Background: an optimization exercise with open tools, aiming at small area, a short achievable clock period and few clock cycles per item. Do not read the settings as production practice.
The RTL was checked by simulation tests, not by an equivalence proof against the original design.

[flow/run.sh]
#!/bin/bash
set -euo pipefail
bash ./standard.sh SETUP_SLACK_MARGIN=6.9 MATCH_CELL_FOOTPRINT=0 'BUFFER_PORTS_ARGS=-buffer_cell sky130_fd_sc_hd__buf_2' finish > standard_flow.log 2>&1
[standard.sh]
#!/bin/bash
# synth_recipe.tcl (not shown) runs the flow's synth.tcl, then flattens the netlist and writes it again
# the make line also repeats each setting of config.mk as NAME=value (left out here)
make -C /OpenROAD-flow-scripts/flow DESIGN_CONFIG=/design/flow/config.mk WORK_HOME=/design/flow/orfs CLKGATE_MAP_FILE= SYNTH_SCRIPT=/design/flow/synth_recipe.tcl "${@:-finish}"
[config.mk]
export PLATFORM = sky130hd
export DESIGN_NAME = yuvToRgbTop
export DESIGN_NICKNAME = yuvToRgbTop
export VERILOG_FILES = /design/flow/design.v
export SDC_FILE = /design/flow/constraint.sdc
export NUM_CORES = 4
export LEC_CHECK = 0
export CAP_MARGIN = 20
export CORE_MARGIN = 2
export CORE_UTILIZATION = 60
export SETUP_SLACK_MARGIN = 5
export SLEW_MARGIN = 20
[constraint.sdc]
create_clock -name core_clock -period 11.0 [get_ports {Clock_50_I}]
set_input_delay 2.2000 -clock core_clock [delete_from_list [all_inputs] [get_ports {Clock_50_I}]]
set_output_delay 2.2000 -clock core_clock [all_outputs]
set_load 0.01 [all_outputs]
[design.v]
`default_nettype none
package yuvRgbPkg;
  typedef logic [7:0] sample_t;
  typedef logic [8:0] lineLen_t;
  typedef logic [7:0] pairIdx_t;
  typedef logic signed [31:0] acc_t;
  typedef struct packed {
    sample_t yEven;
    sample_t yOdd;
    sample_t u;
    sample_t v;
  } yuvPair_t;
  typedef struct packed {
    sample_t       yEven;
    sample_t       yOdd;
    sample_t [5:0] uTap;
    sample_t [5:0] vTap;
    logic          lastInLine;
  } chromaWin_t;
  typedef struct packed {
    sample_t yEven;
    sample_t yOdd;
    sample_t uEven;
    sample_t vEven;
    sample_t uOdd;
    sample_t vOdd;
    logic    lastInLine;
  } yuv444Pair_t;
  typedef struct packed {
    sample_t rEven;
    sample_t gEven;
    sample_t bEven;
    sample_t rOdd;
    sample_t gOdd;
    sample_t bOdd;
    logic    lastInLine;
  } rgbPair_t;
endpackage
`default_nettype wire
`timescale 1ns/1ps
`default_nettype none
module lineConfig (
  input  wire                       Clock_50_I,
  input  wire                       Resetn,
  input  wire                       cfgWrite,
  input  wire yuvRgbPkg::lineLen_t  cfgData,
  input  wire                       lineBoundary,
  output yuvRgbPkg::lineLen_t       lineLength,
  output logic                      cfgError
);
  yuvRgbPkg::lineLen_t pendLen;
  logic pendValid;
  logic inRange;
  assign inRange = (cfgData >= 4) && (cfgData <= 256);
  always_ff @(posedge Clock_50_I or negedge Resetn) begin
    if (!Resetn) begin
      lineLength <= yuvRgbPkg::lineLen_t'(160);
      pendValid  <= 1'b0;
      cfgError   <= 1'b0;
    end else begin
      if (lineBoundary && pendValid) begin
        lineLength <= pendLen;
        pendValid  <= 1'b0;
      end
      if (cfgWrite) begin
        if (inRange) begin
          pendValid <= 1'b1;
        end else begin
          cfgError <= 1'b1;
        end
      end
    end
  end
  always_ff @(posedge Clock_50_I) begin
    if (cfgWrite && inRange) begin
      pendLen <= cfgData;
    end
  end
endmodule
`default_nettype wire
`timescale 1ns/1ps
`default_nettype none
`default_nettype wire
`timescale 1ns/1ps
`default_nettype none
module chromaPart (
  input  wire [7:0]  t0, t1, t2, t3, t4,
  output wire [17:0] pa, pb
);
  wire [8:0] b = {1'b0, t1} + {1'b0, t4};
  wire [8:0] c = {1'b0, t2} + {1'b0, t3};
  firPart u_part (.t0(t0), .b(b), .c(c), .sa(pa), .sb(pb));
endmodule
module chromaInterp (
  input  wire [17:0] pa, pb,
  input  wire [7:0]  t5,
  output wire [7:0]  odd
);
  wire [9:0] hi;
  firSum u_sum (.pa(pa), .pb(pb), .t5(t5), .s(hi));
  assign odd = hi[9] ? 8'h00 : (hi[8] ? 8'hff : hi[7:0]);
endmodule
module pixelSplit (
  input  wire [22:0] yp,
  input  wire [7:0]  u, v,
  output wire [9:0]  hr, hg,
  output wire [10:0] hb,
  output wire        cr, cg, cb
);
  cscSumR u_r (.yp(yp), .v(v), .hi0(hr), .c(cr));
  cscSumG u_g (.yp(yp), .u(u), .v(v), .hi0(hg), .c(cg));
  cscSumB u_b (.yp(yp), .u(u), .hi0(hb), .c(cb));
endmodule
module pixelClip (
  input  wire [9:0]  hr, hg,
  input  wire [10:0] hb,
  input  wire        cr, cg, cb,
  output wire [23:0] rgb
);
  wire [9:0]  r = hr + {9'd0, cr};
  wire [9:0]  g = hg + {9'd0, cg};
  wire [10:0] b = hb + {10'd0, cb};
  assign rgb[23:16] = r[9]  ? 8'h00 : (r[8]      ? 8'hff : r[7:0]);
  assign rgb[15:8]  = g[9]  ? 8'h00 : (g[8]      ? 8'hff : g[7:0]);
  assign rgb[7:0]   = b[10] ? 8'h00 : ((|b[9:8]) ? 8'hff : b[7:0]);
endmodule
`default_nettype wire
`timescale 1ns/1ps
`default_nettype none
module lumaSum (input wire [7:0] y, output wire [22:0] s);
  wire n1 = ~y[0];
  wire n3 = ~y[1];
  wire n5 = ~y[2];
  wire n7 = ~y[0];
  wire n9 = ~(y[1] ^ y[3]);
  wire n10 = y[1] | y[3];
  wire n11 = ~(y[2] ^ y[4]);
  wire n12 = y[2] | y[4];
  wire n13 = n1 ^ y[3] ^ y[5];
  wire n14 = (n1 & y[3]) | (n1 & y[5]) | (y[3] & y[5]);
  wire n15 = y[0] ^ n3 ^ y[4];
  wire n16 = (y[0] & n3) | (y[0] & y[4]) | (n3 & y[4]);
  wire n17 = y[1] ^ n5 ^ y[5];
  wire n18 = (y[1] & n5) | (y[1] & y[5]) | (n5 & y[5]);
  wire n19 = ~(y[2] ^ y[3]);
  wire n20 = y[2] | y[3];
  wire n21 = ~y[4];
  wire n23 = ~y[0];
  wire n25 = ~(y[1] ^ y[3]);
  wire n26 = y[1] | y[3];
  wire n27 = n7 ^ y[2] ^ y[4];
  wire n28 = (n7 & y[2]) | (n7 & y[4]) | (y[2] & y[4]);
  wire n29 = y[0] ^ n9 ^ y[5];
  wire n30 = (y[0] & n9) | (y[0] & y[5]) | (n9 & y[5]);
  wire n31 = n10 ^ n11 ^ y[6];
  wire n32 = (n10 & n11) | (n10 & y[6]) | (n11 & y[6]);
  wire n33 = n12 ^ n13 ^ y[7];
  wire n34 = (n12 & n13) | (n12 & y[7]) | (n13 & y[7]);
  wire n35 = n14 ^ n15 ^ y[6];
  wire n36 = (n14 & n15) | (n14 & y[6]) | (n15 & y[6]);
  wire n37 = n16 ^ n17 ^ y[7];
  wire n38 = (n16 & n17) | (n16 & y[7]) | (n17 & y[7]);
  wire n39 = n18 ^ n19 ^ y[6];
  wire n40 = (n18 & n19) | (n18 & y[6]) | (n19 & y[6]);
  wire n41 = n20 ^ n21 ^ y[7];
  wire n42 = (n20 & n21) | (n20 & y[7]) | (n21 & y[7]);
  wire n43 = ~(y[4] ^ y[5]);
  wire n44 = y[4] | y[5];
  wire n45 = ~y[6];
  wire n47 = ~y[7];
  wire [22:0] ra = {1'b1, n47, n45, n43, n41, n39, n37, n35, n33, n31, n29, n27, n25, y[2], y[1], ~y[7], ~y[6], ~y[5], ~y[4], ~y[3], ~y[2], ~y[1], ~y[0]};
  wire [22:0] rb = {y[7], y[6], n44, n42, n40, n38, n36, n34, n32, n30, n28, n26, y[0], n23, 1'b1, y[0], 1'b0, 1'b0, 1'b0, 1'b0, 1'b0, 1'b0, 1'b1};
  wire [22:0] tot = ra + rb;
  assign s = tot[22:0];
endmodule
module cscSumR (input wire [22:0] yp, input wire [7:0] v, output wire [9:0] hi0, output wire c);
  wire n1 = ~v[2];
  wire n3 = ~(v[0] ^ v[3]);
  wire n4 = v[0] | v[3];
  wire n5 = v[5] ^ ~v[7];
  wire n6 = v[5] & ~v[7];
  wire n7 = ~(v[1] ^ v[4]);
  wire n8 = v[1] | v[4];
  wire n9 = v[6] ^ yp[6];
  wire n10 = v[6] & yp[6];
  wire n11 = v[2] ^ v[5] ^ v[7];
  wire n12 = (v[2] & v[5]) | (v[2] & v[7]) | (v[5] & v[7]);
  wire n13 = ~v[3];
  wire n15 = ~(~v[0] ^ v[4]);
  wire n16 = ~v[0] | v[4];
  wire n17 = ~~v[1];
  wire n19 = v[0] ^ ~v[2];
  wire n20 = v[0] & ~v[2];
  wire n21 = v[1] ^ ~v[3];
  wire n22 = v[1] & ~v[3];
  wire n23 = ~(~v[0] ^ v[2]);
  wire n24 = ~v[0] | v[2];
  wire n25 = ~(~v[1] ^ v[3]);
  wire n26 = ~v[1] | v[3];
  wire n27 = v[0] ^ ~v[2] ^ v[4];
  wire n28 = (v[0] & ~v[2]) | (v[0] & v[4]) | (~v[2] & v[4]);
  wire n29 = v[1] ^ ~v[3] ^ v[5];
  wire n30 = (v[1] & ~v[3]) | (v[1] & v[5]) | (~v[3] & v[5]);
  wire n31 = ~(v[2] ^ ~v[4]);
  wire n32 = v[2] | ~v[4];
  wire n33 = ~(v[3] ^ ~v[5]);
  wire n34 = v[3] | ~v[5];
  wire n35 = v[0] ^ v[2];
  wire n36 = v[0] & v[2];
  wire n37 = v[1] ^ v[3] ^ ~v[5];
  wire n38 = (v[1] & v[3]) | (v[1] & ~v[5]) | (v[3] & ~v[5]);
  wire n39 = n1 ^ v[4] ^ ~v[6];
  wire n40 = (n1 & v[4]) | (n1 & ~v[6]) | (v[4] & ~v[6]);
  wire n41 = v[2] ^ n5 ^ n3;
  wire n42 = (v[2] & n5) | (v[2] & n3) | (n5 & n3);
  wire n43 = n6 ^ n4 ^ n9;
  wire n44 = (n6 & n4) | (n6 & n9) | (n4 & n9);
  wire n45 = n10 ^ n8 ^ n11;
  wire n46 = (n10 & n8) | (n10 & n11) | (n8 & n11);
  wire n47 = n12 ^ n13 ^ v[6];
  wire n48 = (n12 & n13) | (n12 & v[6]) | (n13 & v[6]);
  wire n49 = v[3] ^ n15 ^ v[7];
  wire n50 = (v[3] & n15) | (v[3] & v[7]) | (n15 & v[7]);
  wire n51 = n16 ^ n17 ^ v[5];
  wire n52 = (n16 & n17) | (n16 & v[5]) | (n17 & v[5]);
  wire n53 = ~v[1] ^ n19 ^ v[6];
  wire n54 = (~v[1] & n19) | (~v[1] & v[6]) | (n19 & v[6]);
  wire n55 = n20 ^ n21 ^ v[7];
  wire n56 = (n20 & n21) | (n20 & v[7]) | (n21 & v[7]);
  wire n57 = n22 ^ n23 ^ ~v[4];
  wire n58 = (n22 & n23) | (n22 & ~v[4]) | (n23 & ~v[4]);
  wire n59 = n24 ^ n25 ^ ~v[5];
  wire n60 = (n24 & n25) | (n24 & ~v[5]) | (n25 & ~v[5]);
  wire n61 = n26 ^ n27 ^ ~v[6];
  wire n62 = (n26 & n27) | (n26 & ~v[6]) | (n27 & ~v[6]);
  wire n63 = n28 ^ n29 ^ ~v[7];
  wire n64 = (n28 & n29) | (n28 & ~v[7]) | (n29 & ~v[7]);
  wire n65 = n30 ^ n31 ^ v[6];
  wire n66 = (n30 & n31) | (n30 & v[6]) | (n31 & v[6]);
  wire n67 = n32 ^ n33 ^ v[7];
  wire n68 = (n32 & n33) | (n32 & v[7]) | (n33 & v[7]);
  wire n69 = n34 ^ v[4] ^ ~v[6];
  wire n70 = (n34 & v[4]) | (n34 & ~v[6]) | (v[4] & ~v[6]);
  wire n71 = v[5] ^ ~v[7];
  wire n72 = v[5] & ~v[7];
  wire n73 = ~v[6];
  wire n75 = v[0] ^ ~v[2];
  wire n76 = v[0] & ~v[2];
  wire n77 = v[1] ^ ~v[3] ^ yp[1];
  wire n78 = (v[1] & ~v[3]) | (v[1] & yp[1]) | (~v[3] & yp[1]);
  wire n79 = n35 ^ ~v[4] ^ yp[2];
  wire n80 = (n35 & ~v[4]) | (n35 & yp[2]) | (~v[4] & yp[2]);
  wire n81 = n36 ^ n37 ^ yp[3];
  wire n82 = (n36 & n37) | (n36 & yp[3]) | (n37 & yp[3]);
  wire n83 = n38 ^ n39 ^ yp[4];
  wire n84 = (n38 & n39) | (n38 & yp[4]) | (n39 & yp[4]);
  wire n85 = n40 ^ n41 ^ yp[5];
  wire n86 = (n40 & n41) | (n40 & yp[5]) | (n41 & yp[5]);
  wire n87 = n42 ^ n43 ^ n7;
  wire n88 = (n42 & n43) | (n42 & n7) | (n43 & n7);
  wire n89 = n44 ^ n45 ^ yp[7];
  wire n90 = (n44 & n45) | (n44 & yp[7]) | (n45 & yp[7]);
  wire n91 = n46 ^ n47 ^ yp[8];
  wire n92 = (n46 & n47) | (n46 & yp[8]) | (n47 & yp[8]);
  wire n93 = n48 ^ n49 ^ yp[9];
  wire n94 = (n48 & n49) | (n48 & yp[9]) | (n49 & yp[9]);
  wire n95 = n50 ^ n51 ^ yp[10];
  wire n96 = (n50 & n51) | (n50 & yp[10]) | (n51 & yp[10]);
  wire n97 = n52 ^ n53 ^ yp[11];
  wire n98 = (n52 & n53) | (n52 & yp[11]) | (n53 & yp[11]);
  wire n99 = n54 ^ n55 ^ yp[12];
  wire n100 = (n54 & n55) | (n54 & yp[12]) | (n55 & yp[12]);
  wire n101 = n56 ^ n57 ^ yp[13];
  wire n102 = (n56 & n57) | (n56 & yp[13]) | (n57 & yp[13]);
  wire n103 = n58 ^ n59 ^ yp[14];
  wire n104 = (n58 & n59) | (n58 & yp[14]) | (n59 & yp[14]);
  wire n105 = n60 ^ n61 ^ yp[15];
  wire n106 = (n60 & n61) | (n60 & yp[15]) | (n61 & yp[15]);
  wire n107 = n62 ^ n63 ^ yp[16];
  wire n108 = (n62 & n63) | (n62 & yp[16]) | (n63 & yp[16]);
  wire n109 = n64 ^ n65 ^ yp[17];
  wire n110 = (n64 & n65) | (n64 & yp[17]) | (n65 & yp[17]);
  wire n111 = n66 ^ n67 ^ yp[18];
  wire n112 = (n66 & n67) | (n66 & yp[18]) | (n67 & yp[18]);
  wire n113 = n68 ^ n69 ^ yp[19];
  wire n114 = (n68 & n69) | (n68 & yp[19]) | (n69 & yp[19]);
  wire n115 = n70 ^ n71 ^ yp[20];
  wire n116 = (n70 & n71) | (n70 & yp[20]) | (n71 & yp[20]);
  wire n117 = n72 ^ n73 ^ yp[21];
  wire n118 = (n72 & n73) | (n72 & yp[21]) | (n73 & yp[21]);
  wire n119 = v[6] ^ v[7] ^ yp[22];
  wire n120 = (v[6] & v[7]) | (v[6] & yp[22]) | (v[7] & yp[22]);
  wire [25:0] ra = {1'b1, n119, n117, n115, n113, n111, n109, n107, n105, n103, n101, n99, n97, n95, n93, n91, n89, n87, n85, n83, n81, n79, n77, yp[0], ~v[1], ~v[0]};
  wire [25:0] rb = {n120, n118, n116, n114, n112, n110, n108, n106, n104, n102, n100, n98, n96, n94, n92, n90, n88, n86, n84, n82, n80, n78, n76, n75, 1'b0, 1'b1};
  wire [16:0] low = {1'b0, ra[15:0]} + {1'b0, rb[15:0]};
  assign c = low[16];
  assign hi0 = ra[25:16] + rb[25:16];
endmodule
module cscSumG (input wire [22:0] yp, input wire [7:0] u, input wire [7:0] v, output wire [9:0] hi0, output wire c);
  wire n1 = ~v[1];
  wire n3 = ~v[0] ^ v[2] ^ ~v[4];
  wire n4 = (~v[0] & v[2]) | (~v[0] & ~v[4]) | (v[2] & ~v[4]);
  wire n5 = ~v[1] ^ v[3] ^ ~v[5];
  wire n6 = (~v[1] & v[3]) | (~v[1] & ~v[5]) | (v[3] & ~v[5]);
  wire n7 = ~(~v[2] ^ v[4]);
  wire n8 = ~v[2] | v[4];
  wire n9 = ~v[3] ^ v[5];
  wire n10 = ~v[3] & v[5];
  wire n11 = ~~v[4];
  wire n13 = ~v[0] ^ ~v[5];
  wire n14 = ~v[0] & ~v[5];
  wire n15 = ~v[1] ^ ~v[6] ^ ~u[1];
  wire n16 = (~v[1] & ~v[6]) | (~v[1] & ~u[1]) | (~v[6] & ~u[1]);
  wire n17 = ~v[2] ^ ~v[7] ^ ~u[2];
  wire n18 = (~v[2] & ~v[7]) | (~v[2] & ~u[2]) | (~v[7] & ~u[2]);
  wire n19 = ~v[3] ^ ~u[3];
  wire n20 = ~v[3] & ~u[3];
  wire n21 = ~v[4] ^ ~u[4];
  wire n22 = ~v[4] & ~u[4];
  wire n23 = ~v[5] ^ ~u[0] ^ ~u[5];
  wire n24 = (~v[5] & ~u[0]) | (~v[5] & ~u[5]) | (~u[0] & ~u[5]);
  wire n25 = ~v[6] ^ ~u[1];
  wire n26 = ~v[6] & ~u[1];
  wire n27 = ~(~v[0] ^ ~v[7]);
  wire n28 = ~v[0] | ~v[7];
  wire n29 = ~u[2] ^ ~u[7];
  wire n30 = ~u[2] & ~u[7];
  wire n31 = ~v[1] ^ u[0] ^ ~u[3];
  wire n32 = (~v[1] & u[0]) | (~v[1] & ~u[3]) | (u[0] & ~u[3]);
  wire n33 = ~(v[0] ^ ~v[2]);
  wire n34 = v[0] | ~v[2];
  wire n35 = u[1] ^ ~u[4];
  wire n36 = u[1] & ~u[4];
  wire n37 = n1 ^ ~v[3] ^ ~u[0];
  wire n38 = (n1 & ~v[3]) | (n1 & ~u[0]) | (~v[3] & ~u[0]);
  wire n39 = u[2] ^ ~u[5] ^ yp[13];
  wire n40 = (u[2] & ~u[5]) | (u[2] & yp[13]) | (~u[5] & yp[13]);
  wire n41 = v[1] ^ n3 ^ ~u[1];
  wire n42 = (v[1] & n3) | (v[1] & ~u[1]) | (n3 & ~u[1]);
  wire n43 = u[3] ^ ~u[6] ^ yp[14];
  wire n44 = (u[3] & ~u[6]) | (u[3] & yp[14]) | (~u[6] & yp[14]);
  wire n45 = n4 ^ n5 ^ ~u[2];
  wire n46 = (n4 & n5) | (n4 & ~u[2]) | (n5 & ~u[2]);
  wire n47 = u[4] ^ ~u[7] ^ yp[15];
  wire n48 = (u[4] & ~u[7]) | (u[4] & yp[15]) | (~u[7] & yp[15]);
  wire n49 = n6 ^ n7 ^ ~v[6];
  wire n50 = (n6 & n7) | (n6 & ~v[6]) | (n7 & ~v[6]);
  wire n51 = ~u[3] ^ u[5] ^ yp[16];
  wire n52 = (~u[3] & u[5]) | (~u[3] & yp[16]) | (u[5] & yp[16]);
  wire n53 = n8 ^ n9 ^ ~v[7];
  wire n54 = (n8 & n9) | (n8 & ~v[7]) | (n9 & ~v[7]);
  wire n55 = ~u[4] ^ u[6] ^ yp[17];
  wire n56 = (~u[4] & u[6]) | (~u[4] & yp[17]) | (u[6] & yp[17]);
  wire n57 = n10 ^ n11 ^ v[6];
  wire n58 = (n10 & n11) | (n10 & v[6]) | (n11 & v[6]);
  wire n59 = ~u[5] ^ u[7] ^ yp[18];
  wire n60 = (~u[5] & u[7]) | (~u[5] & yp[18]) | (u[7] & yp[18]);
  wire n61 = ~(~v[4] ^ ~v[5]);
  wire n62 = ~v[4] | ~v[5];
  wire n63 = v[7] ^ ~u[6] ^ yp[19];
  wire n64 = (v[7] & ~u[6]) | (v[7] & yp[19]) | (~u[6] & yp[19]);
  wire n65 = ~(~v[6] ^ ~u[7]);
  wire n66 = ~v[6] | ~u[7];
  wire n67 = n13 ^ ~u[0];
  wire n68 = n13 & ~u[0];
  wire n69 = n14 ^ n15 ^ u[3];
  wire n70 = (n14 & n15) | (n14 & u[3]) | (n15 & u[3]);
  wire n71 = n16 ^ n17 ^ u[4];
  wire n72 = (n16 & n17) | (n16 & u[4]) | (n17 & u[4]);
  wire n73 = n18 ^ n19 ^ u[5];
  wire n74 = (n18 & n19) | (n18 & u[5]) | (n19 & u[5]);
  wire n75 = n20 ^ n21 ^ u[6];
  wire n76 = (n20 & n21) | (n20 & u[6]) | (n21 & u[6]);
  wire n77 = n22 ^ n23 ^ u[7];
  wire n78 = (n22 & n23) | (n22 & u[7]) | (n23 & u[7]);
  wire n79 = n24 ^ n25 ^ ~u[6];
  wire n80 = (n24 & n25) | (n24 & ~u[6]) | (n25 & ~u[6]);
  wire n81 = n26 ^ n29 ^ n27;
  wire n82 = (n26 & n29) | (n26 & n27) | (n29 & n27);
  wire n83 = n30 ^ n28 ^ n31;
  wire n84 = (n30 & n28) | (n30 & n31) | (n28 & n31);
  wire n85 = n32 ^ n35 ^ n33;
  wire n86 = (n32 & n35) | (n32 & n33) | (n35 & n33);
  wire n87 = n36 ^ n34 ^ n39;
  wire n88 = (n36 & n34) | (n36 & n39) | (n34 & n39);
  wire n89 = n40 ^ n38 ^ n43;
  wire n90 = (n40 & n38) | (n40 & n43) | (n38 & n43);
  wire n91 = n44 ^ n42 ^ n47;
  wire n92 = (n44 & n42) | (n44 & n47) | (n42 & n47);
  wire n93 = n48 ^ n46 ^ n51;
  wire n94 = (n48 & n46) | (n48 & n51) | (n46 & n51);
  wire n95 = n52 ^ n50 ^ n55;
  wire n96 = (n52 & n50) | (n52 & n55) | (n50 & n55);
  wire n97 = n56 ^ n54 ^ n59;
  wire n98 = (n56 & n54) | (n56 & n59) | (n54 & n59);
  wire n99 = n60 ^ n58 ^ n63;
  wire n100 = (n60 & n58) | (n60 & n63) | (n58 & n63);
  wire n101 = n64 ^ n62 ^ n65;
  wire n102 = (n64 & n62) | (n64 & n65) | (n62 & n65);
  wire n103 = ~(n66 ^ ~v[7]);
  wire n104 = n66 | ~v[7];
  wire n105 = ~v[3] ^ u[0];
  wire n106 = ~v[3] & u[0];
  wire n107 = ~v[4] ^ u[1] ^ yp[2];
  wire n108 = (~v[4] & u[1]) | (~v[4] & yp[2]) | (u[1] & yp[2]);
  wire n109 = n67 ^ u[2] ^ yp[3];
  wire n110 = (n67 & u[2]) | (n67 & yp[3]) | (u[2] & yp[3]);
  wire n111 = n68 ^ n69 ^ yp[4];
  wire n112 = (n68 & n69) | (n68 & yp[4]) | (n69 & yp[4]);
  wire n113 = n70 ^ n71 ^ yp[5];
  wire n114 = (n70 & n71) | (n70 & yp[5]) | (n71 & yp[5]);
  wire n115 = n72 ^ n73 ^ yp[6];
  wire n116 = (n72 & n73) | (n72 & yp[6]) | (n73 & yp[6]);
  wire n117 = n74 ^ n75 ^ yp[7];
  wire n118 = (n74 & n75) | (n74 & yp[7]) | (n75 & yp[7]);
  wire n119 = n76 ^ n77 ^ yp[8];
  wire n120 = (n76 & n77) | (n76 & yp[8]) | (n77 & yp[8]);
  wire n121 = n78 ^ n79 ^ yp[9];
  wire n122 = (n78 & n79) | (n78 & yp[9]) | (n79 & yp[9]);
  wire n123 = n80 ^ n81 ^ yp[10];
  wire n124 = (n80 & n81) | (n80 & yp[10]) | (n81 & yp[10]);
  wire n125 = n82 ^ n83 ^ yp[11];
  wire n126 = (n82 & n83) | (n82 & yp[11]) | (n83 & yp[11]);
  wire n127 = n84 ^ n85 ^ yp[12];
  wire n128 = (n84 & n85) | (n84 & yp[12]) | (n85 & yp[12]);
  wire n129 = n86 ^ n87 ^ n37;
  wire n130 = (n86 & n87) | (n86 & n37) | (n87 & n37);
  wire n131 = n88 ^ n89 ^ n41;
  wire n132 = (n88 & n89) | (n88 & n41) | (n89 & n41);
  wire n133 = n90 ^ n91 ^ n45;
  wire n134 = (n90 & n91) | (n90 & n45) | (n91 & n45);
  wire n135 = n92 ^ n93 ^ n49;
  wire n136 = (n92 & n93) | (n92 & n49) | (n93 & n49);
  wire n137 = n94 ^ n95 ^ n53;
  wire n138 = (n94 & n95) | (n94 & n53) | (n95 & n53);
  wire n139 = n96 ^ n97 ^ n57;
  wire n140 = (n96 & n97) | (n96 & n57) | (n97 & n57);
  wire n141 = n98 ^ n99 ^ n61;
  wire n142 = (n98 & n99) | (n98 & n61) | (n99 & n61);
  wire n143 = n100 ^ n101 ^ yp[20];
  wire n144 = (n100 & n101) | (n100 & yp[20]) | (n101 & yp[20]);
  wire n145 = n102 ^ n103 ^ yp[21];
  wire n146 = (n102 & n103) | (n102 & yp[21]) | (n103 & yp[21]);
  wire n147 = n104 ^ yp[22];
  wire n148 = n104 & yp[22];
  wire [25:0] ra = {1'b1, n147, n145, n143, n141, n139, n137, n135, n133, n131, n129, n127, n125, n123, n121, n119, n117, n115, n113, n111, n109, n107, yp[1], yp[0], ~v[1], ~v[0]};
  wire [25:0] rb = {n148, n146, n144, n142, n140, n138, n136, n134, n132, n130, n128, n126, n124, n122, n120, n118, n116, n114, n112, n110, n108, n106, n105, ~v[2], 1'b0, 1'b1};
  wire [16:0] low = {1'b0, ra[15:0]} + {1'b0, rb[15:0]};
  assign c = low[16];
  assign hi0 = ra[25:16] + rb[25:16];
endmodule
module cscSumB (input wire [22:0] yp, input wire [7:0] u, output wire [10:0] hi0, output wire c);
  wire n1 = ~u[1];
  wire n3 = ~(u[0] ^ u[2]);
  wire n4 = u[0] | u[2];
  wire n5 = ~u[5] ^ ~u[7];
  wire n6 = ~u[5] & ~u[7];
  wire n7 = ~(u[1] ^ u[3]);
  wire n8 = u[1] | u[3];
  wire n9 = ~u[6] ^ yp[6];
  wire n10 = ~u[6] & yp[6];
  wire n11 = u[2] ^ u[4] ^ ~u[7];
  wire n12 = (u[2] & u[4]) | (u[2] & ~u[7]) | (u[4] & ~u[7]);
  wire n13 = ~(u[0] ^ u[3]);
  wire n14 = u[0] | u[3];
  wire n15 = ~(u[1] ^ u[4]);
  wire n16 = u[1] | u[4];
  wire n17 = u[2] ^ u[5];
  wire n18 = u[2] & u[5];
  wire n19 = ~~u[0];
  wire n21 = ~u[1] ^ ~u[3];
  wire n22 = ~u[1] & ~u[3];
  wire n23 = ~u[2] ^ ~u[4];
  wire n24 = ~u[2] & ~u[4];
  wire n25 = u[0] ^ ~u[3] ^ ~u[5];
  wire n26 = (u[0] & ~u[3]) | (u[0] & ~u[5]) | (~u[3] & ~u[5]);
  wire n27 = n1 ^ ~u[4] ^ ~u[6];
  wire n28 = (n1 & ~u[4]) | (n1 & ~u[6]) | (~u[4] & ~u[6]);
  wire n29 = u[1] ^ n5 ^ n3;
  wire n30 = (u[1] & n5) | (u[1] & n3) | (n5 & n3);
  wire n31 = n6 ^ n4 ^ n9;
  wire n32 = (n6 & n4) | (n6 & n9) | (n4 & n9);
  wire n33 = n10 ^ n8 ^ n11;
  wire n34 = (n10 & n8) | (n10 & n11) | (n8 & n11);
  wire n35 = n12 ^ n13 ^ u[5];
  wire n36 = (n12 & n13) | (n12 & u[5]) | (n13 & u[5]);
  wire n37 = n14 ^ n15 ^ u[6];
  wire n38 = (n14 & n15) | (n14 & u[6]) | (n15 & u[6]);
  wire n39 = n16 ^ n17 ^ u[7];
  wire n40 = (n16 & n17) | (n16 & u[7]) | (n17 & u[7]);
  wire n41 = n18 ^ u[3] ^ u[6];
  wire n42 = (n18 & u[3]) | (n18 & u[6]) | (u[3] & u[6]);
  wire n43 = u[4] ^ u[7];
  wire n44 = u[4] & u[7];
  wire n45 = ~u[0];
  wire n47 = n19 ^ ~u[2];
  wire n48 = n19 & ~u[2];
  wire n49 = ~u[0] ^ n21 ^ yp[1];
  wire n50 = (~u[0] & n21) | (~u[0] & yp[1]) | (n21 & yp[1]);
  wire n51 = n22 ^ n23 ^ yp[2];
  wire n52 = (n22 & n23) | (n22 & yp[2]) | (n23 & yp[2]);
  wire n53 = n24 ^ n25 ^ yp[3];
  wire n54 = (n24 & n25) | (n24 & yp[3]) | (n25 & yp[3]);
  wire n55 = n26 ^ n27 ^ yp[4];
  wire n56 = (n26 & n27) | (n26 & yp[4]) | (n27 & yp[4]);
  wire n57 = n28 ^ n29 ^ yp[5];
  wire n58 = (n28 & n29) | (n28 & yp[5]) | (n29 & yp[5]);
  wire n59 = n30 ^ n31 ^ n7;
  wire n60 = (n30 & n31) | (n30 & n7) | (n31 & n7);
  wire n61 = n32 ^ n33 ^ yp[7];
  wire n62 = (n32 & n33) | (n32 & yp[7]) | (n33 & yp[7]);
  wire n63 = n34 ^ n35 ^ yp[8];
  wire n64 = (n34 & n35) | (n34 & yp[8]) | (n35 & yp[8]);
  wire n65 = n36 ^ n37 ^ yp[9];
  wire n66 = (n36 & n37) | (n36 & yp[9]) | (n37 & yp[9]);
  wire n67 = n38 ^ n39 ^ yp[10];
  wire n68 = (n38 & n39) | (n38 & yp[10]) | (n39 & yp[10]);
  wire n69 = n40 ^ n41 ^ yp[11];
  wire n70 = (n40 & n41) | (n40 & yp[11]) | (n41 & yp[11]);
  wire n71 = n42 ^ n43 ^ yp[12];
  wire n72 = (n42 & n43) | (n42 & yp[12]) | (n43 & yp[12]);
  wire n73 = n44 ^ u[5] ^ yp[13];
  wire n74 = (n44 & u[5]) | (n44 & yp[13]) | (u[5] & yp[13]);
  wire n75 = ~(u[6] ^ yp[14]);
  wire n76 = u[6] | yp[14];
  wire n77 = n45 ^ u[7] ^ yp[15];
  wire n78 = (n45 & u[7]) | (n45 & yp[15]) | (u[7] & yp[15]);
  wire n79 = u[0] ^ u[1] ^ yp[16];
  wire n80 = (u[0] & u[1]) | (u[0] & yp[16]) | (u[1] & yp[16]);
  wire n81 = ~(u[2] ^ yp[17]);
  wire n82 = u[2] | yp[17];
  wire n83 = u[3] ^ yp[18];
  wire n84 = u[3] & yp[18];
  wire n85 = ~(u[4] ^ yp[19]);
  wire n86 = u[4] | yp[19];
  wire n87 = ~(u[5] ^ yp[20]);
  wire n88 = u[5] | yp[20];
  wire n89 = ~(u[6] ^ yp[21]);
  wire n90 = u[6] | yp[21];
  wire n91 = u[7] ^ yp[22];
  wire n92 = u[7] & yp[22];
  wire [26:0] ra = {1'b1, 1'b1, n91, n89, n87, n85, n83, n81, n79, n77, n75, n73, n71, n69, n67, n65, n63, n61, n59, n57, n55, n53, n51, n49, yp[0], ~u[1], ~u[0]};
  wire [26:0] rb = {1'b0, n92, n90, n88, n86, n84, n82, n80, n78, n76, n74, n72, n70, n68, n66, n64, n62, n60, n58, n56, n54, n52, n50, n48, n47, 1'b0, 1'b1};
  wire [16:0] low = {1'b0, ra[15:0]} + {1'b0, rb[15:0]};
  assign c = low[16];
  assign hi0 = ra[26:16] + rb[26:16];
endmodule
module firPart (input wire [7:0] t0, input wire [8:0] b, input wire [8:0] c, output wire [17:0] sa, output wire [17:0] sb);
  wire n1 = ~c[0];
  wire n3 = c[0] ^ ~c[5];
  wire n4 = c[0] & ~c[5];
  wire n5 = ~(c[1] ^ ~c[6]);
  wire n6 = c[1] | ~c[6];
  wire n7 = ~b[0] ^ b[2] ^ ~b[4];
  wire n8 = (~b[0] & b[2]) | (~b[0] & ~b[4]) | (b[2] & ~b[4]);
  wire n9 = n1 ^ c[2] ^ ~c[7];
  wire n10 = (n1 & c[2]) | (n1 & ~c[7]) | (c[2] & ~c[7]);
  wire n11 = ~b[1] ^ b[3] ^ ~b[5];
  wire n12 = (~b[1] & b[3]) | (~b[1] & ~b[5]) | (b[3] & ~b[5]);
  wire n13 = t0[3] ^ t0[5];
  wire n14 = t0[3] & t0[5];
  wire n15 = c[0] ^ c[1] ^ c[3];
  wire n16 = (c[0] & c[1]) | (c[0] & c[3]) | (c[1] & c[3]);
  wire n17 = ~c[8] ^ ~b[2] ^ b[4];
  wire n18 = (~c[8] & ~b[2]) | (~c[8] & b[4]) | (~b[2] & b[4]);
  wire n19 = ~b[6] ^ t0[4] ^ t0[6];
  wire n20 = (~b[6] & t0[4]) | (~b[6] & t0[6]) | (t0[4] & t0[6]);
  wire n21 = ~(c[2] ^ c[4]);
  wire n22 = c[2] | c[4];
  wire n23 = ~b[3] ^ b[5] ^ ~b[7];
  wire n24 = (~b[3] & b[5]) | (~b[3] & ~b[7]) | (b[5] & ~b[7]);
  wire n25 = t0[5] ^ t0[7];
  wire n26 = t0[5] & t0[7];
  wire n27 = ~(c[3] ^ c[5]);
  wire n28 = c[3] | c[5];
  wire n29 = ~b[4] ^ b[6] ^ ~b[8];
  wire n30 = (~b[4] & b[6]) | (~b[4] & ~b[8]) | (b[6] & ~b[8]);
  wire n31 = c[4] ^ c[6];
  wire n32 = c[4] & c[6];
  wire n33 = ~~c[2];
  wire n35 = ~c[3] ^ ~b[1];
  wire n36 = ~c[3] & ~b[1];
  wire n37 = ~c[4] ^ b[0] ^ ~b[2];
  wire n38 = (~c[4] & b[0]) | (~c[4] & ~b[2]) | (b[0] & ~b[2]);
  wire n39 = t0[0] ^ t0[2];
  wire n40 = t0[0] & t0[2];
  wire n41 = n3 ^ b[1] ^ ~b[3];
  wire n42 = (n3 & b[1]) | (n3 & ~b[3]) | (b[1] & ~b[3]);
  wire n43 = t0[1] ^ t0[3] ^ t0[5];
  wire n44 = (t0[1] & t0[3]) | (t0[1] & t0[5]) | (t0[3] & t0[5]);
  wire n45 = n4 ^ n7 ^ n5;
  wire n46 = (n4 & n7) | (n4 & n5) | (n7 & n5);
  wire n47 = t0[2] ^ t0[4] ^ t0[6];
  wire n48 = (t0[2] & t0[4]) | (t0[2] & t0[6]) | (t0[4] & t0[6]);
  wire n49 = n8 ^ n6 ^ n13;
  wire n50 = (n8 & n6) | (n8 & n13) | (n6 & n13);
  wire n51 = n11 ^ n9 ^ t0[7];
  wire n52 = (n11 & n9) | (n11 & t0[7]) | (n9 & t0[7]);
  wire n53 = n14 ^ n12 ^ n10;
  wire n54 = (n14 & n12) | (n14 & n10) | (n12 & n10);
  wire n55 = n19 ^ n17 ^ n15;
  wire n56 = (n19 & n17) | (n19 & n15) | (n17 & n15);
  wire n57 = n20 ^ n18 ^ n16;
  wire n58 = (n20 & n18) | (n20 & n16) | (n18 & n16);
  wire n59 = n25 ^ n23 ^ n21;
  wire n60 = (n25 & n23) | (n25 & n21) | (n23 & n21);
  wire n61 = n26 ^ n24 ^ n22;
  wire n62 = (n26 & n24) | (n26 & n22) | (n24 & n22);
  wire n63 = n29 ^ n27 ^ t0[6];
  wire n64 = (n29 & n27) | (n29 & t0[6]) | (n27 & t0[6]);
  wire n65 = n30 ^ n28 ^ n31;
  wire n66 = (n30 & n28) | (n30 & n31) | (n28 & n31);
  wire n67 = ~b[5] ^ b[7] ^ t0[7];
  wire n68 = (~b[5] & b[7]) | (~b[5] & t0[7]) | (b[7] & t0[7]);
  wire n69 = ~(n32 ^ c[5]);
  wire n70 = n32 | c[5];
  wire n71 = c[7] ^ ~b[6] ^ b[8];
  wire n72 = (c[7] & ~b[6]) | (c[7] & b[8]) | (~b[6] & b[8]);
  wire n73 = ~(c[6] ^ c[8]);
  wire n74 = c[6] | c[8];
  wire n75 = n33 ^ ~b[0];
  wire n76 = n33 & ~b[0];
  wire n77 = ~c[2] ^ n35 ^ t0[1];
  wire n78 = (~c[2] & n35) | (~c[2] & t0[1]) | (n35 & t0[1]);
  wire n79 = n36 ^ n39 ^ n37;
  wire n80 = (n36 & n39) | (n36 & n37) | (n39 & n37);
  wire n81 = n40 ^ n38 ^ n43;
  wire n82 = (n40 & n38) | (n40 & n43) | (n38 & n43);
  wire n83 = n44 ^ n42 ^ n47;
  wire n84 = (n44 & n42) | (n44 & n47) | (n42 & n47);
  wire n85 = n48 ^ n46 ^ n51;
  wire n86 = (n48 & n46) | (n48 & n51) | (n46 & n51);
  wire n87 = n52 ^ n50 ^ n55;
  wire n88 = (n52 & n50) | (n52 & n55) | (n50 & n55);
  wire n89 = n56 ^ n54 ^ n59;
  wire n90 = (n56 & n54) | (n56 & n59) | (n54 & n59);
  wire n91 = n60 ^ n58 ^ n63;
  wire n92 = (n60 & n58) | (n60 & n63) | (n58 & n63);
  wire n93 = n64 ^ n62 ^ n67;
  wire n94 = (n64 & n62) | (n64 & n67) | (n62 & n67);
  wire n95 = n68 ^ n66 ^ n71;
  wire n96 = (n68 & n66) | (n68 & n71) | (n66 & n71);
  wire n97 = n72 ^ n70 ^ n73;
  wire n98 = (n72 & n70) | (n72 & n73) | (n70 & n73);
  wire n99 = ~(n74 ^ c[7]);
  wire n100 = n74 | c[7];
  wire n101 = ~~c[0];
  wire n103 = ~c[1] ^ t0[1];
  wire n104 = ~c[1] & t0[1];
  wire n105 = n75 ^ t0[0] ^ t0[2];
  wire n106 = (n75 & t0[0]) | (n75 & t0[2]) | (t0[0] & t0[2]);
  wire n107 = n76 ^ n77 ^ t0[3];
  wire n108 = (n76 & n77) | (n76 & t0[3]) | (n77 & t0[3]);
  wire n109 = n78 ^ n79 ^ t0[4];
  wire n110 = (n78 & n79) | (n78 & t0[4]) | (n79 & t0[4]);
  wire n111 = n80 ^ n81 ^ n41;
  wire n112 = (n80 & n81) | (n80 & n41) | (n81 & n41);
  wire n113 = n82 ^ n83 ^ n45;
  wire n114 = (n82 & n83) | (n82 & n45) | (n83 & n45);
  wire n115 = n84 ^ n85 ^ n49;
  wire n116 = (n84 & n85) | (n84 & n49) | (n85 & n49);
  wire n117 = n86 ^ n87 ^ n53;
  wire n118 = (n86 & n87) | (n86 & n53) | (n87 & n53);
  wire n119 = n88 ^ n89 ^ n57;
  wire n120 = (n88 & n89) | (n88 & n57) | (n89 & n57);
  wire n121 = n90 ^ n91 ^ n61;
  wire n122 = (n90 & n91) | (n90 & n61) | (n91 & n61);
  wire n123 = n92 ^ n93 ^ n65;
  wire n124 = (n92 & n93) | (n92 & n65) | (n93 & n65);
  wire n125 = n94 ^ n95 ^ n69;
  wire n126 = (n94 & n95) | (n94 & n69) | (n95 & n69);
  wire n127 = n96 ^ n97 ^ ~b[7];
  wire n128 = (n96 & n97) | (n96 & ~b[7]) | (n97 & ~b[7]);
  wire n129 = n98 ^ n99 ^ ~b[8];
  wire n130 = (n98 & n99) | (n98 & ~b[8]) | (n99 & ~b[8]);
  wire n131 = n100 ^ c[8];
  wire n132 = n100 & c[8];
  wire [17:0] ra = {1'b1, 1'b1, n131, n129, n127, n125, n123, n121, n119, n117, n115, n113, n111, n109, n107, n105, n103, t0[0]};
  wire [17:0] rb = {1'b0, n132, n130, n128, n126, n124, n122, n120, n118, n116, n114, n112, n110, n108, n106, n104, ~c[0], n101};
  assign sa = ra;
  assign sb = rb;
endmodule
module firSum (input wire [17:0] pa, input wire [17:0] pb, input wire [7:0] t5, output wire [9:0] s);
  wire n1 = t5[0] ^ t5[2];
  wire n2 = t5[0] & t5[2];
  wire n3 = t5[1] ^ t5[3] ^ t5[5];
  wire n4 = (t5[1] & t5[3]) | (t5[1] & t5[5]) | (t5[3] & t5[5]);
  wire n5 = t5[2] ^ t5[4] ^ t5[6];
  wire n6 = (t5[2] & t5[4]) | (t5[2] & t5[6]) | (t5[4] & t5[6]);
  wire n7 = t5[3] ^ t5[5] ^ t5[7];
  wire n8 = (t5[3] & t5[5]) | (t5[3] & t5[7]) | (t5[5] & t5[7]);
  wire n9 = t5[4] ^ t5[6];
  wire n10 = t5[4] & t5[6];
  wire n11 = t5[5] ^ t5[7];
  wire n12 = t5[5] & t5[7];
  wire n13 = t5[0] ^ t5[2];
  wire n14 = t5[0] & t5[2];
  wire n15 = t5[1] ^ t5[3] ^ pb[3];
  wire n16 = (t5[1] & t5[3]) | (t5[1] & pb[3]) | (t5[3] & pb[3]);
  wire n17 = n1 ^ t5[4] ^ pb[4];
  wire n18 = (n1 & t5[4]) | (n1 & pb[4]) | (t5[4] & pb[4]);
  wire n19 = n2 ^ n3 ^ pb[5];
  wire n20 = (n2 & n3) | (n2 & pb[5]) | (n3 & pb[5]);
  wire n21 = n4 ^ n5 ^ pb[6];
  wire n22 = (n4 & n5) | (n4 & pb[6]) | (n5 & pb[6]);
  wire n23 = n6 ^ n7 ^ pb[7];
  wire n24 = (n6 & n7) | (n6 & pb[7]) | (n7 & pb[7]);
  wire n25 = n8 ^ n9 ^ pb[8];
  wire n26 = (n8 & n9) | (n8 & pb[8]) | (n9 & pb[8]);
  wire n27 = n10 ^ n11 ^ pb[9];
  wire n28 = (n10 & n11) | (n10 & pb[9]) | (n11 & pb[9]);
  wire n29 = n12 ^ t5[6] ^ pb[10];
  wire n30 = (n12 & t5[6]) | (n12 & pb[10]) | (t5[6] & pb[10]);
  wire n31 = t5[7] ^ pb[11];
  wire n32 = t5[7] & pb[11];
  wire n33 = t5[0] ^ pb[0];
  wire n34 = t5[0] & pb[0];
  wire n35 = t5[1] ^ pb[1] ^ pa[1];
  wire n36 = (t5[1] & pb[1]) | (t5[1] & pa[1]) | (pb[1] & pa[1]);
  wire n37 = n13 ^ pb[2] ^ pa[2];
  wire n38 = (n13 & pb[2]) | (n13 & pa[2]) | (pb[2] & pa[2]);
  wire n39 = n14 ^ n15 ^ pa[3];
  wire n40 = (n14 & n15) | (n14 & pa[3]) | (n15 & pa[3]);
  wire n41 = n16 ^ n17 ^ pa[4];
  wire n42 = (n16 & n17) | (n16 & pa[4]) | (n17 & pa[4]);
  wire n43 = n18 ^ n19 ^ pa[5];
  wire n44 = (n18 & n19) | (n18 & pa[5]) | (n19 & pa[5]);
  wire n45 = n20 ^ n21 ^ pa[6];
  wire n46 = (n20 & n21) | (n20 & pa[6]) | (n21 & pa[6]);
  wire n47 = n22 ^ n23 ^ pa[7];
  wire n48 = (n22 & n23) | (n22 & pa[7]) | (n23 & pa[7]);
  wire n49 = n24 ^ n25 ^ pa[8];
  wire n50 = (n24 & n25) | (n24 & pa[8]) | (n25 & pa[8]);
  wire n51 = n26 ^ n27 ^ pa[9];
  wire n52 = (n26 & n27) | (n26 & pa[9]) | (n27 & pa[9]);
  wire n53 = n28 ^ n29 ^ pa[10];
  wire n54 = (n28 & n29) | (n28 & pa[10]) | (n29 & pa[10]);
  wire n55 = n30 ^ n31 ^ pa[11];
  wire n56 = (n30 & n31) | (n30 & pa[11]) | (n31 & pa[11]);
  wire n57 = n32 ^ pb[12] ^ pa[12];
  wire n58 = (n32 & pb[12]) | (n32 & pa[12]) | (pb[12] & pa[12]);
  wire n59 = pb[13] ^ pa[13];
  wire n60 = pb[13] & pa[13];
  wire n61 = pb[14] ^ pa[14];
  wire n62 = pb[14] & pa[14];
  wire n63 = pb[15] ^ pa[15];
  wire n64 = pb[15] & pa[15];
  wire n65 = pb[16] ^ pa[16];
  wire n66 = pb[16] & pa[16];
  wire n67 = pb[17] ^ pa[17];
  wire n68 = pb[17] & pa[17];
  wire [17:0] ra = {n67, n65, n63, n61, n59, n57, n55, n53, n51, n49, n47, n45, n43, n41, n39, n37, n35, pa[0]};
  wire [17:0] rb = {n66, n64, n62, n60, n58, n56, n54, n52, n50, n48, n46, n44, n42, n40, n38, n36, n34, n33};
  wire [17:0] tot = ra + rb;
  assign s = tot[17:8];
endmodule
`default_nettype wire
`timescale 1ns/1ps
`default_nettype none
module yuvToRgbTop (
  input  wire                       Clock_50_I,
  input  wire                       Resetn,
  input  wire [31:0]                inPair,
  input  wire                       inValid,
  input  wire                       rgbReady,
  input  wire                       cfgWrite,
  input  wire [8:0]                 cfgData,
  output logic                      inReady,
  output logic [48:0]               rgbPair,
  output logic                      rgbValid,
  output logic [8:0]                lineLength,
  output logic                      cfgError
);
  logic       inRdy;        
  logic       en;           
  logic [7:0] pairCnt;      
  logic [1:0] flushCnt;     
  logic       accept;
  logic       isLast;
  logic       isFirst;
  logic       lineBoundary;
  logic       flushStep;
  assign accept       = inValid && inRdy;
  assign isLast       = ({1'b0, pairCnt} == lineLength - 9'd1);
  assign isFirst      = (pairCnt == 8'd0);
  assign lineBoundary = accept ? isLast : isFirst;
  assign flushStep    = en && (flushCnt != 2'd0);
  assign inReady      = inRdy;
  lineConfig u_lineConfig (
    .Clock_50_I   (Clock_50_I),
    .Resetn       (Resetn),
    .cfgWrite     (cfgWrite),
    .cfgData      (cfgData),
    .lineBoundary (lineBoundary),
    .lineLength   (lineLength),
    .cfgError     (cfgError)
  );
  logic        outValid;
  logic        skidValid;
  logic        outFree;
  logic        push;
  logic [48:0] result;
  logic [48:0] skid;
  logic        resValid;
  logic        skidNext;
  logic [1:0]  flushNext;
  assign outFree  = !outValid || rgbReady;
  assign push     = en && resValid;
  assign skidNext = skidValid ? !outFree : (push && !outFree);
  always_comb begin
    flushNext = flushCnt;
    if (accept && isLast) flushNext = 2'd3;
    else if (flushStep)   flushNext = flushCnt - 2'd1;
  end
  always_ff @(posedge Clock_50_I or negedge Resetn) begin
    if (!Resetn) begin
      inRdy     <= 1'b0;
      en        <= 1'b0;
      pairCnt   <= '0;
      flushCnt  <= '0;
      outValid  <= 1'b0;
      skidValid <= 1'b0;
    end else begin
      if (accept) pairCnt <= isLast ? 8'd0 : pairCnt + 8'd1;
      flushCnt  <= flushNext;
      en        <= !skidNext;
      inRdy     <= !skidNext && (flushNext == 2'd0);
      skidValid <= skidNext;
      if (outFree) outValid <= skidValid || push;
    end
  end
  always_ff @(posedge Clock_50_I) begin
    if (!skidValid) skid <= result;
    if (outFree) rgbPair <= skidValid ? skid : result;
  end
  assign rgbValid = outValid;
  logic [7:0]  yE [0:3];
  logic [7:0]  yO [0:3];
  logic [7:0]  uT [1:5];
  logic [7:0]  vT [1:5];
  logic [17:0] uPa, uPb;
  logic [17:0] vPa, vPb;
  logic [17:0] uPaNext, uPbNext;
  logic [17:0] vPaNext, vPbNext;
  logic        winValid;
  logic        winLast;
  logic        shift;
  assign shift = accept || flushStep;
  chromaPart u_partU (.t0(uT[1]), .t1(uT[2]), .t2(uT[3]), .t3(uT[4]), .t4(uT[5]), .pa(uPaNext), .pb(uPbNext));
  chromaPart u_partV (.t0(vT[1]), .t1(vT[2]), .t2(vT[3]), .t3(vT[4]), .t4(vT[5]), .pa(vPaNext), .pb(vPbNext));
  always_ff @(posedge Clock_50_I) begin
    if (accept) begin
      yE[3] <= inPair[31:24];
      yO[3] <= inPair[23:16];
      uT[5] <= inPair[15:8];
      vT[5] <= inPair[7:0];
    end
    if (shift) begin
      for (int i = 0; i < 3; i++) begin
        yE[i] <= yE[i+1];
        yO[i] <= yO[i+1];
      end
      for (int i = 1; i < 3; i++) begin
        uT[i] <= uT[i+1];
        vT[i] <= vT[i+1];
      end
      uT[3] <= (accept && isFirst) ? inPair[15:8] : uT[4];
      uT[4] <= (accept && isFirst) ? inPair[15:8] : uT[5];
      vT[3] <= (accept && isFirst) ? inPair[7:0]  : vT[4];
      vT[4] <= (accept && isFirst) ? inPair[7:0]  : vT[5];
      uPa <= uPaNext;
      uPb <= uPbNext;
      vPa <= vPaNext;
      vPb <= vPbNext;
    end
  end
  always_ff @(posedge Clock_50_I or negedge Resetn) begin
    if (!Resetn) begin
      winValid <= 1'b0;
    end else if (en) begin
      winValid <= (accept && (pairCnt >= 8'd3)) || flushStep;
    end
  end
  always_ff @(posedge Clock_50_I) begin
    if (en) winLast <= flushStep && (flushCnt == 2'd1);
  end
  logic [7:0]  uOdd;
  logic [7:0]  vOdd;
  logic [22:0] ypEven;
  logic [22:0] ypOdd;
  chromaInterp u_firU (.pa(uPa), .pb(uPb), .t5(uT[5]), .odd(uOdd));
  chromaInterp u_firV (.pa(vPa), .pb(vPb), .t5(vT[5]), .odd(vOdd));
  lumaSum u_lumaE (.y(yE[0]), .s(ypEven));
  lumaSum u_lumaO (.y(yO[0]), .s(ypOdd));
  logic        p1Valid;
  logic [22:0] p1YpE;
  logic [22:0] p1YpO;
  logic [7:0]  p1UE;
  logic [7:0]  p1VE;
  logic [7:0]  p1UO;
  logic [7:0]  p1VO;
  logic        p1Last;
  always_ff @(posedge Clock_50_I or negedge Resetn) begin
    if (!Resetn) p1Valid <= 1'b0;
    else if (en) p1Valid <= winValid;
  end
  always_ff @(posedge Clock_50_I) begin
    if (en) begin
      p1YpE  <= ypEven;
      p1YpO  <= ypOdd;
      p1UE   <= uT[2];
      p1VE   <= vT[2];
      p1UO   <= uOdd;
      p1VO   <= vOdd;
      p1Last <= winLast;
    end
  end
  logic [9:0]  hrE, hgE, hrO, hgO;
  logic [10:0] hbE, hbO;
  logic        crE, cgE, cbE, crO, cgO, cbO;
  pixelSplit u_sumE (.yp(p1YpE), .u(p1UE), .v(p1VE), .hr(hrE), .hg(hgE), .hb(hbE), .cr(crE), .cg(cgE), .cb(cbE));
  pixelSplit u_sumO (.yp(p1YpO), .u(p1UO), .v(p1VO), .hr(hrO), .hg(hgO), .hb(hbO), .cr(crO), .cg(cgO), .cb(cbO));
  logic        p2Valid;
  logic [9:0]  p2HrE, p2HgE, p2HrO, p2HgO;
  logic [10:0] p2HbE, p2HbO;
  logic        p2CrE, p2CgE, p2CbE, p2CrO, p2CgO, p2CbO;
  logic        p2Last;
  always_ff @(posedge Clock_50_I or negedge Resetn) begin
    if (!Resetn) p2Valid <= 1'b0;
    else if (en) p2Valid <= p1Valid;
  end
  always_ff @(posedge Clock_50_I) begin
    if (en) begin
      p2HrE <= hrE; p2HgE <= hgE; p2HbE <= hbE;
      p2CrE <= crE; p2CgE <= cgE; p2CbE <= cbE;
      p2HrO <= hrO; p2HgO <= hgO; p2HbO <= hbO;
      p2CrO <= crO; p2CgO <= cgO; p2CbO <= cbO;
      p2Last <= p1Last;
    end
  end
  logic [23:0] rgbEven;
  logic [23:0] rgbOdd;
  pixelClip u_clipE (.hr(p2HrE), .hg(p2HgE), .hb(p2HbE), .cr(p2CrE), .cg(p2CgE), .cb(p2CbE), .rgb(rgbEven));
  pixelClip u_clipO (.hr(p2HrO), .hg(p2HgO), .hb(p2HbO), .cr(p2CrO), .cg(p2CgO), .cb(p2CbO), .rgb(rgbOdd));
  assign result   = {rgbEven, rgbOdd, p2Last};
  assign resValid = p2Valid;
endmodule
`default_nettype wire
==> impl_metrics.env <==
export IMPL_status="no timing/DRC/antenna violations"
export IMPL_synth_edf_count=417
export IMPL_detail_route_antenna_nets=0
export IMPL_cts_tree="built"
export IMPL_firstDrtPassIters=5
export IMPL_top_layer="met4"
export IMPL_wl_met1_um=33370
export IMPL_setup_violations_final=0
export IMPL_hold_class="reg -> reg"
export IMPL_rsz0062_at_grt="yes"
export IMPL_worst_hold_slack_ns=0.4051
export IMPL_max_freq_ghz=0.2433
export IMPL_clkTransAtPathRegs_ns=0.06
export IMPL_place_worst_setup_slack_ns=5.804
export IMPL_rows=91
export IMPL_antenna_cells=0
export IMPL_min_period_over_period_pct=37.36
export IMPL_crit_type="reg -> reg"
export IMPL_ys_types=73
export IMPL_grt_antenna_before_repair=0
export IMPL_grt_pass1_wl_um=126700
export IMPL_grt_overflow=0
export IMPL_ys_ff_latch=494
export IMPL_port_buffers=106
export IMPL_io_pin_count=107
export IMPL_cp_end_kind="register"
export IMPL_wl_per_cell_um=18.76
export IMPL_dr_first_iter_drc_count=991
export IMPL_r2r_end="p1VO[3]$_SDFFCE_PP0P_"
export IMPL_r2r_setup_slack_ns=6.89
export IMPL_place_area_mm2=0.03873
export IMPL_clock_tree_htree_level_count=2
export IMPL_worst_pin_slew_ns=1.061
export IMPL_dp_cells=4021
export IMPL_setup_slack_ns=6.890
export IMPL_gp_congestion=0.9036
export IMPL_drive_above_1_share_pct=15.56
export IMPL_die_w_um=252.8
export IMPL_synthArstFlopShare_pct=5.668
export IMPL_tns_ns=0
export IMPL_die_h_um=252.8
export IMPL_cp_required_ns=11.36
export IMPL_drt_wl_total_um=80300
export IMPL_initial_core_util_pct=60.41
export IMPL_synthFlopType="edfxtp_1"
export IMPL_critPathLaunchType="register"
export IMPL_final_util_pct=68.97
export IMPL_final_cell_area_mm2=0.04241
export IMPL_dr_wl_met3_um=2474
export IMPL_syn_area_per_cell_um2=11.86
export IMPL_ys_warn_count=10
export IMPL_clkLatencyLatePin_ns=0.62
export IMPL_fin_skew_ns=0.01674
export IMPL_route_vias_total=22990
export IMPL_synthCells=3132
export IMPL_hpwl_um=61880
export IMPL_ctsRootBufferMaster="clkbuf_16"
export IMPL_synth_nets=3993
export IMPL_maxCapViolations=0
export IMPL_yosysSeqAreaShare_pct=38.25
export IMPL_rr_worst_depth=15
export IMPL_grt_max_degree=81
export IMPL_fin_crit_ns=4.110
export IMPL_area_growth_pct=14.18
export IMPL_timing_rr_start="vT[5][5]$_DFFE_PP_"
export IMPL_core_mm2=0.06148
export IMPL_die_area_mm2=0.06391
export IMPL_maxSlewViolCount=0
export IMPL_clock_sinks=494
export IMPL_met2WireLength_um=41340
export IMPL_maxSlewHeadroom_pct=29.30
export IMPL_cp_arrival_ns=4.47
export IMPL_first_global_vias=24480
export IMPL_drc_errors=0
export IMPL_via_per_inst=5.372
export IMPL_startpoint="vT[5][5]$_DFFE_PP_"
export IMPL_hold_violations=0
export IMPL_grt_usage_pct=25.66
export IMPL_fin_nets=4306
export IMPL_clock_path_buffers=3
export IMPL_synth_area_mm2=0.03714
export IMPL_cts_buffers=53
export IMPL_finalNonFillerCells=4280
export IMPL_crit_end="p1VO[3]$_SDFFCE_PP0P_"
export IMPL_path_max_fanout=7
flip-flops by register name, summed over array words and instances, names as in the netlist, 11 cells and up:
signal / cells
p1YpE: 23
p1YpO: 23
p2HbE: 11
p2HbO: 11
rgbPair: 49
skid: 49
uPa: 16
uPb: 17
uT: 40
vPa: 16
vPb: 17
vT: 40
yE: 32
yO: 32
per-layer routing:
metal / vias up / global-route usage (%)
met2: 388 / 45.93
met4: 0 / 9.907
met5: - / 0
met1: 11480 / 31.94
li1: 10970 / -
met3: 155 / 2.971
how the worst min path moves through the flow:
stage | start | endpoint | cells after the start
after detailed placement | yE[2][1]$_DFFE_PP_ | yE[1][1]$_DFFE_PP_ | 0
after global routing | yE[1][4]$_DFFE_PP_ | yE[0][4]$_DFFE_PP_ | 0
after CTS | yE[1][4]$_DFFE_PP_ | yE[0][4]$_DFFE_PP_ | 0
after floorplan | winLast$_DFFE_PP_ | p1Last$_DFFE_PP_ | 0
after global placement | yO[1][6]$_DFFE_PP_ | yO[0][6]$_DFFE_PP_ | 0
final | yE[1][4]$_DFFE_PP_ | yE[0][4]$_DFFE_PP_ | 0
worst max-delay path: stages (launching register included):
cell and delay, ns:
edfxtp_1 0.38, buf_6 0.16, fa_1 0.55, inv_2 0.04
fa_1 0.47, inv_1 0.05, fa_1 0.52, ha_4 0.22
a21oi_1 0.24, a21boi_4 0.13, nor4_1 0.26, o21ai_1 0.17
o21ai_1 0.24, xnor2_2 0.16, buf_4 0.21, a21oi_2 0.05
layout make-up:
type,count,area [um^2]
Inverter,686,2641
Tap cell,790,988.4
Sequential cell,494,14210
Timing Repair Buffer,272,1832
Clock inverter,41,404.1
Clock buffer,59,1390
Fill cell,4551,19080
Multi-Input combinational cell,1938,20940
kinds of logic after synthesis:
kind of cell    Yosys count  synth area share, %
mux                      19               0.6434
flops                   494                38.25
simple gates            489                6.384
buf+inv                 701                7.125
xor+xnor                192                4.602
compound gates          418                7.145
fa+ha+maj               819                35.85
cell usage after synthesis (all sizes together) (4+ instances only):
| library cell | count | area, um^2 |
|---|---|---|
| o21a | 20 | 150.1 |
| clkbuf | 13 | 48.80 |
| nor2b | 24 | 150.1 |
| inv | 684 | 2567 |
| nand2b | 21 | 131.4 |
| dfrtp | 26 | 650.6 |
| nor4b | 6 | 58.80 |
| a221oi | 5 | 43.79 |
| nor2 | 99 | 371.6 |
| a31oi | 10 | 62.56 |
| mux2 | 12 | 168.9 |
| o21ai | 98 | 490.5 |
| a21o | 76 | 570.6 |
| xnor2 | 122 | 1069 |
| o311ai | 4 | 35.03 |
| nand3b | 5 | 37.54 |
| fa | 410 | 8208 |
| or2 | 7 | 43.79 |
| nor4 | 5 | 31.28 |
| ha | 405 | 5067 |
| nor3 | 27 | 151.4 |
| edfxtp | 417 | 12520 |
| and3 | 34 | 214.0 |
| nand4 | 23 | 143.9 |
| a21oi | 121 | 605.6 |
| mux2i | 7 | 70.07 |
| nand3 | 37 | 185.2 |
| or3 | 11 | 68.82 |
| or4 | 5 | 41.29 |
| a22o | 16 | 140.1 |
| maj3 | 4 | 40.04 |
| a21boi | 7 | 52.55 |
| nand2 | 174 | 653.1 |
| o31ai | 8 | 60.06 |
| o21bai | 14 | 105.1 |
| dfxtp | 49 | 980.9 |
| a211oi | 7 | 52.55 |
| xor2 | 68 | 595.6 |
layout by cell type, fill, tap and decap left out, drive strengths merged, types with 24 or more instances in the layout:
| cell | Yosys | routed |
|---|---|---|
| xnor2 | 122 | 122 |
| buf | 2 | 272 |
| nor2b | 24 | 24 |
| nor2 | 99 | 99 |
| o21ai | 98 | 98 |
| a21o | 76 | 76 |
| and3 | 34 | 34 |
| inv | 684 | 675 |
| nand2 | 174 | 174 |
| clkbuf | 13 | 59 |
| nand3 | 37 | 37 |
| nor3 | 27 | 27 |
| xor2 | 68 | 68 |
| fa | 410 | 410 |
| clkinv | 2 | 25 |
| dfxtp | 49 | 49 |
| dfrtp | 26 | 26 |
| edfxtp | 417 | 417 |
| a21oi | 121 | 121 |
| ha | 405 | 405 |
what timing repair did:
item | 4_1_cts | 5_1_grt
endpoints found under the hold margin | 0 | 0
gates resized for setup | 92 | 93
endpoints found under the setup margin | 140 | 134
setup buffers | 90 | 68
hold buffers | 0 | 0
pin swaps | 41 | 92
gates cloned | 0 | 1
Testbench counts, summed over its fixed seeds: cycles 4,100, items 3,972.

-- re-timing with driven ports --
Ports are ideal in the flow. The routed layout listed here was re-timed in OpenROAD. Step 1 assumes that a clkbuf_16 drives the clock port and a buf_2 every other input. Step 2 moves the port delays by t, midway between the first and last clock arrival at a register: inputs arrive t later, outputs are due t later. That takes back most of the time a late clock gives input paths. Slacks: no drivers / after step 1 / after step 2; pairs: no drivers / after step 1.
t, ns: 0.675
setup WS [ns]: 6.890 / 6.890 / 6.369
latest minus earliest clock arrival (ns): 0.023 / 0.023
worst register clock-pin slew, ns: 0.07 / 0.07
After both steps this run still meets setup and hold. For this run, drivers alone change the setup slack by 0.000 ns; drivers and shift together by -0.521 ns.
